Background: an optimization exercise with open tools, aiming at small area, a short achievable clock period and few clock cycles per item. Do not read the settings as production practice.

==> flow/design.v <==
module ethernet_ipv4_header_classifier (
  input  logic         clk,
  input  logic         rst_n,
  input  logic         in_tvalid,
  output logic         in_tready,
  input  logic [7:0]   in_tdata,
  input  logic         in_tlast,
  output logic         out_tvalid,
  input  logic         out_tready,
  output logic [127:0] out_tdata
);
  logic [16:0] lc_r;         
  logic        lo_r;         
  logic [4:0]  c5_r;         
  logic [1:0]  et_r;         
  logic        a4_r;         
  logic [1:0]  pr_r;         
  logic [3:0]  doff_r;
  logic [6:0]  q_r;          
  logic        pk_r;         
  logic        p13_r;        
  logic [31:0] src_r, dst_r;
  logic [7:0]  ttl_r;
  logic [15:0] sport_r, dport_r;
  logic        acc_o, dec_o, aok_o, pok_o;
  logic [2:0]  cls_o;
  logic        ov_r, skv_r, itr_r;
  logic [2:0]  sk_cls;       
  logic [7:0] d;
  logic fire, mid, last13, res_now, ev, out_free, to_out, sk_move;
  assign d        = in_tdata;
  assign fire     = in_tvalid && itr_r;
  assign mid      = fire && !in_tlast;
  assign last13   = fire && in_tlast && p13;
  assign res_now  = fire && in_tlast && !p13;
  assign ev       = res_now || p13_r;
  assign out_free = !ov_r || out_tready;
  assign to_out   = ev && out_free;
  assign sk_move  = skv_r && out_tready;
  logic [5:0] cnt;
  logic       clo;
  logic p12, p13, p14, p22, p23, psrc, pdst, pge14;
  assign cnt   = ov_r ? {1'b0, c5_r} : lc_r[5:0];
  assign clo   = ov_r || lo_r;
  assign p12   = clo && cnt == 6'd13;
  assign p13   = clo && cnt == 6'd14;
  assign p14   = clo && cnt == 6'd15;
  assign p22   = clo && cnt == 6'd23;
  assign p23   = clo && cnt == 6'd24;
  assign psrc  = clo && cnt >= 6'd27 && cnt <= 6'd30;
  assign pdst  = clo && cnt >= 6'd31 && cnt <= 6'd34;
  assign pge14 = !clo || cnt >= 6'd15;
  logic t1, t2, t3, t4, t13;
  assign t1  = q_r == 7'd1;
  assign t2  = q_r == 7'd2;
  assign t3  = q_r == 7'd3;
  assign t4  = q_r == 7'd4;
  assign t13 = q_r == 7'd13;
  logic ge, e4, ea, e6, r_aok, r_acc, r_dec;
  logic [2:0] r_cls;
  assign e4    = et_r == 2'b01;
  assign ea    = et_r == 2'b10;
  assign e6    = et_r == 2'b11;
  assign ge    = pge14 || p13_r;
  assign r_aok = a4_r && !q_r[6];
  assign r_cls[2] = ge && !e4 || r_aok && pr_r == 2'b00;
  assign r_cls[1] = ge && !e4 && !ea || r_aok && pr_r[1];
  assign r_cls[0] = ge && !e4 && !e6 || r_aok && pr_r[0];
  assign r_acc = ge && !e4 || r_aok;
  assign r_dec = ge && ea || r_aok;
  logic [6:0] q1;
  logic pk_nxt;
  assign q1 = (q_r == 7'd63) ? q_r : q_r + 7'd1;
  assign pk_nxt = a4_r && !q1[6] &&
                  (pr_r == 2'b01 && doff_r >= 4'd5 && q1[5:0] >= {doff_r, 2'b00} ||
                   pr_r == 2'b10 && q1[5:3] != 3'd0);
  always_ff @(posedge clk) begin
    if (!rst_n) begin
      a4_r <= 1'b0;
      q_r  <= 7'h40;
      pk_r <= 1'b0;
    end else if (fire) begin
      pk_r <= !in_tlast && pk_nxt;
      if (in_tlast) begin
        a4_r <= 1'b0;
        q_r  <= 7'h40;
      end else if (p14 && d[3:0] >= 4'd5) begin
        a4_r <= e4 && d[7:4] == 4'd4;
        q_r  <= 7'd2 - {1'b0, d[3:0], 2'b00};
      end else if (q_r != 7'd63) begin
        q_r <= q_r + 7'd1;
      end
    end
  end
  always_ff @(posedge clk) begin
    if (!rst_n) begin
      lc_r <= 17'd1;
      lo_r <= 1'b1;
      c5_r <= 5'd1;
    end else begin
      if (!ov_r) begin
        if (mid) begin
          if (!lc_r[16]) lc_r <= lc_r + 17'd1;
          if (lc_r[5:0] == 6'd63) lo_r <= 1'b0;
        end
      end else if (out_tready) begin
        lc_r <= {12'd0, c5_r + {4'd0, mid}};
        lo_r <= 1'b1;
      end
      if (ov_r && !out_tready) begin
        if (mid) c5_r <= c5_r + 5'd1;
      end else begin
        c5_r <= 5'd1;
      end
    end
  end
  always_ff @(posedge clk) begin
    if (fire) begin
      if (p12) et_r <= {d == 8'h86, d == 8'h08};
      if (p13) et_r <= (e4 && d == 8'h00) ? 2'b01 :
                       (e4 && d == 8'h06) ? 2'b10 :
                       (ea && d == 8'hDD) ? 2'b11 : 2'b00;
      if (p23) pr_r <= (d == 8'd6)  ? 2'b01 :
                       (d == 8'd17) ? 2'b10 :
                       (d == 8'd1)  ? 2'b11 : 2'b00;
      if (t13) doff_r <= d[7:4];
    end
  end
  always_ff @(posedge clk) begin
    if (sk_move || (to_out && !r_aok)) begin
      src_r <= '0;
      dst_r <= '0;
      ttl_r <= '0;
    end else if (fire) begin
      if (p22)  ttl_r <= d;
      if (psrc) src_r <= {src_r[23:0], d};
      if (pdst) dst_r <= {dst_r[23:0], d};
    end
    if (sk_move || (to_out && !pk_r)) begin
      sport_r <= '0;
      dport_r <= '0;
    end else if (fire) begin
      if (t1) sport_r[15:8] <= d;
      if (t2) sport_r[7:0]  <= d;
      if (t3) dport_r[15:8] <= d;
      if (t4) dport_r[7:0]  <= d;
    end
  end
  always_ff @(posedge clk) begin
    if (sk_move) begin
      cls_o <= sk_cls;
      acc_o <= sk_cls[2];
      dec_o <= sk_cls[2] && !sk_cls[1];
      aok_o <= 1'b0;
      pok_o <= 1'b0;
    end else if (to_out) begin
      cls_o <= r_cls;
      acc_o <= r_acc;
      dec_o <= r_dec;
      aok_o <= r_aok;
      pok_o <= pk_r;
    end
    if (ev && !out_free) sk_cls <= r_cls;
  end
  logic ov_nxt, skv_nxt, blk_nxt;
  assign ov_nxt  = ov_r && !out_tready || skv_r || ev;
  assign skv_nxt = skv_r ? !out_tready : ev && ov_r && !out_tready;
  assign blk_nxt = ov_r && !out_tready && (mid ? c5_r >= 5'd22 : c5_r >= 5'd23);
  always_ff @(posedge clk) begin
    if (!rst_n) begin
      ov_r  <= 1'b0;
      skv_r <= 1'b0;
      itr_r <= 1'b1;
      p13_r <= 1'b0;
    end else begin
      ov_r  <= ov_nxt;
      skv_r <= skv_nxt;
      itr_r <= !skv_nxt && !blk_nxt && !last13;
      p13_r <= last13;
    end
  end
  assign in_tready  = itr_r;
  assign out_tvalid = ov_r;
  assign out_tdata  = {lc_r, dport_r, sport_r, pok_o, ttl_r, dst_r, src_r,
                       aok_o, dec_o, cls_o, acc_o};
endmodule
export LEC_CHECK = 0
export CAP_MARGIN = 20
export CORE_MARGIN = 2
export CORE_UTILIZATION = 40
export SETUP_SLACK_MARGIN = 3.3
export SLEW_MARGIN = 20
create_clock -name core_clock -period 5.5 [get_ports {clk}]
standard.sh (not shown) runs the stock make flow with config.mk's settings and CLKGATE_MAP_FILE= SYNTH_SCRIPT=/design/flow/synth_recipe.tcl, a recipe that flattens the netlist after the stock synthesis.
==> flow/flow/run.sh <==
#!/bin/bash
# Standard synthesis, then the standard layout with plain buffers on the ports and
# without the delay cells as buffers.
set -uo pipefail
bash standard.sh synth > synth.log 2>&1 || exit 1
export BUFFER_PORTS_ARGS="-buffer_cell sky130_fd_sc_hd__buf_2"
export DONT_USE_CELLS="sky130_fd_sc_hd__clkdlybuf4s15_1 sky130_fd_sc_hd__clkdlybuf4s15_2 sky130_fd_sc_hd__clkdlybuf4s18_1 sky130_fd_sc_hd__clkdlybuf4s18_2 sky130_fd_sc_hd__clkdlybuf4s25_1 sky130_fd_sc_hd__clkdlybuf4s25_2 sky130_fd_sc_hd__clkdlybuf4s50_1 sky130_fd_sc_hd__clkdlybuf4s50_2 sky130_fd_sc_hd__dlygate4sd1_1 sky130_fd_sc_hd__dlygate4sd2_1 sky130_fd_sc_hd__dlygate4sd3_1 sky130_fd_sc_hd__dlymetal6s2s_1 sky130_fd_sc_hd__dlymetal6s4s_1 sky130_fd_sc_hd__dlymetal6s6s_1"
bash standard.sh > layout.log 2>&1
Edit:
--- a/flow/design.v
+++ b/flow/design.v
@@ -10,8 +10,7 @@
   output logic [127:0] out_tdata
 );
   logic [16:0] lc_r;         
-  logic        lo_r;         
-  logic [4:0]  c5_r;         
+  logic [5:0]  sp_r;         
   logic [1:0]  et_r;         
   logic        a4_r;         
   logic [1:0]  pr_r;         
@@ -37,19 +36,15 @@
   assign out_free = !ov_r || out_tready;
   assign to_out   = ev && out_free;
   assign sk_move  = skv_r && out_tready;
-  logic [5:0] cnt;
-  logic       clo;
   logic p12, p13, p14, p22, p23, psrc, pdst, pge14;
-  assign cnt   = ov_r ? {1'b0, c5_r} : lc_r[5:0];
-  assign clo   = ov_r || lo_r;
-  assign p12   = clo && cnt == 6'd13;
-  assign p13   = clo && cnt == 6'd14;
-  assign p14   = clo && cnt == 6'd15;
-  assign p22   = clo && cnt == 6'd23;
-  assign p23   = clo && cnt == 6'd24;
-  assign psrc  = clo && cnt >= 6'd27 && cnt <= 6'd30;
-  assign pdst  = clo && cnt >= 6'd31 && cnt <= 6'd34;
-  assign pge14 = !clo || cnt >= 6'd15;
+  assign p12   = sp_r == 6'd12;
+  assign p13   = sp_r == 6'd13;
+  assign p14   = sp_r == 6'd14;
+  assign p22   = sp_r == 6'd22;
+  assign p23   = sp_r == 6'd23;
+  assign psrc  = sp_r >= 6'd26 && sp_r <= 6'd29;
+  assign pdst  = sp_r >= 6'd30 && sp_r <= 6'd33;
+  assign pge14 = sp_r >= 6'd14;
   logic t1, t2, t3, t4, t13;
   assign t1  = q_r == 7'd1;
   assign t2  = q_r == 7'd2;
@@ -95,22 +90,17 @@
   always_ff @(posedge clk) begin
     if (!rst_n) begin
       lc_r <= 17'd1;
-      lo_r <= 1'b1;
-      c5_r <= 5'd1;
+      sp_r <= 6'd0;
     end else begin
       if (!ov_r) begin
-        if (mid) begin
-          if (!lc_r[16]) lc_r <= lc_r + 17'd1;
-          if (lc_r[5:0] == 6'd63) lo_r <= 1'b0;
-        end
+        if (mid && !lc_r[16]) lc_r <= lc_r + 17'd1;
       end else if (out_tready) begin
-        lc_r <= {12'd0, c5_r + {4'd0, mid}};
-        lo_r <= 1'b1;
+        lc_r <= {11'd0, sp_r + {5'd0, mid} + 6'd1};
       end
-      if (ov_r && !out_tready) begin
-        if (mid) c5_r <= c5_r + 5'd1;
-      end else begin
-        c5_r <= 5'd1;
+      if (sk_move || to_out) begin
+        sp_r <= 6'd0;
+      end else if (mid && sp_r != 6'd63) begin
+        sp_r <= sp_r + 6'd1;
       end
     end
   end
@@ -165,7 +155,7 @@
   logic ov_nxt, skv_nxt, blk_nxt;
   assign ov_nxt  = ov_r && !out_tready || skv_r || ev;
   assign skv_nxt = skv_r ? !out_tready : ev && ov_r && !out_tready;
-  assign blk_nxt = ov_r && !out_tready && (mid ? c5_r >= 5'd22 : c5_r >= 5'd23);
+  assign blk_nxt = ov_r && !out_tready && (mid ? sp_r >= 6'd21 : sp_r >= 6'd22);
   always_ff @(posedge clk) begin
     if (!rst_n) begin
       ov_r  <= 1'b0;
What happened: Via count falls by 9.1%. Setup slack is better by 0.016 ns. Die area falls by 3.6%. Non-clock buffer count falls by 32. Worst hold slack is worse by 0.032 ns. Sequential share of layout area rises by 3.5 points. Global-route usage falls by 1.2 points. Wire length falls by 13%. Register-to-register slack barely changes. Final cell count falls by 6.4%.
No run of this note included a check of the RTL's function; only the layout flow was run.

==> re-timing with driven ports <==
The results above use ideal ports. As a check the final layouts listed here were re-extracted and re-timed, cells and wires unchanged.
Step 1 assumes that a clkbuf_16 drives the clock port and a buf_2 every other input.
Step 2 times the ports against the registers' clock, not the clock port: input delays grow and output delays shrink by t, the midpoint of the rising clock arrivals with the driver on.
Slacks: ideal ports / drivers / drivers and shift; pairs: ideal ports / drivers.
run | shift t [ns] | slack for setup (ns) | latest minus earliest clock arrival (ns) | slew at the worst register clock pin (ns) | worst data-port slew with drivers (ns)
the first run | 0.471 | 3.234 / 3.192 / 2.808 | 0.010 / 0.010 | 0.07 / 0.07 | 0.05
the second run | 0.463 | 3.250 / 3.250 / 2.855 | 0.015 / 0.015 | 0.07 / 0.07 | 0.06
After both steps setup and hold are still met in every run listed. The setup slack of the first run, which loses most, moves by -0.042 ns with the drivers and by -0.426 ns with both steps.
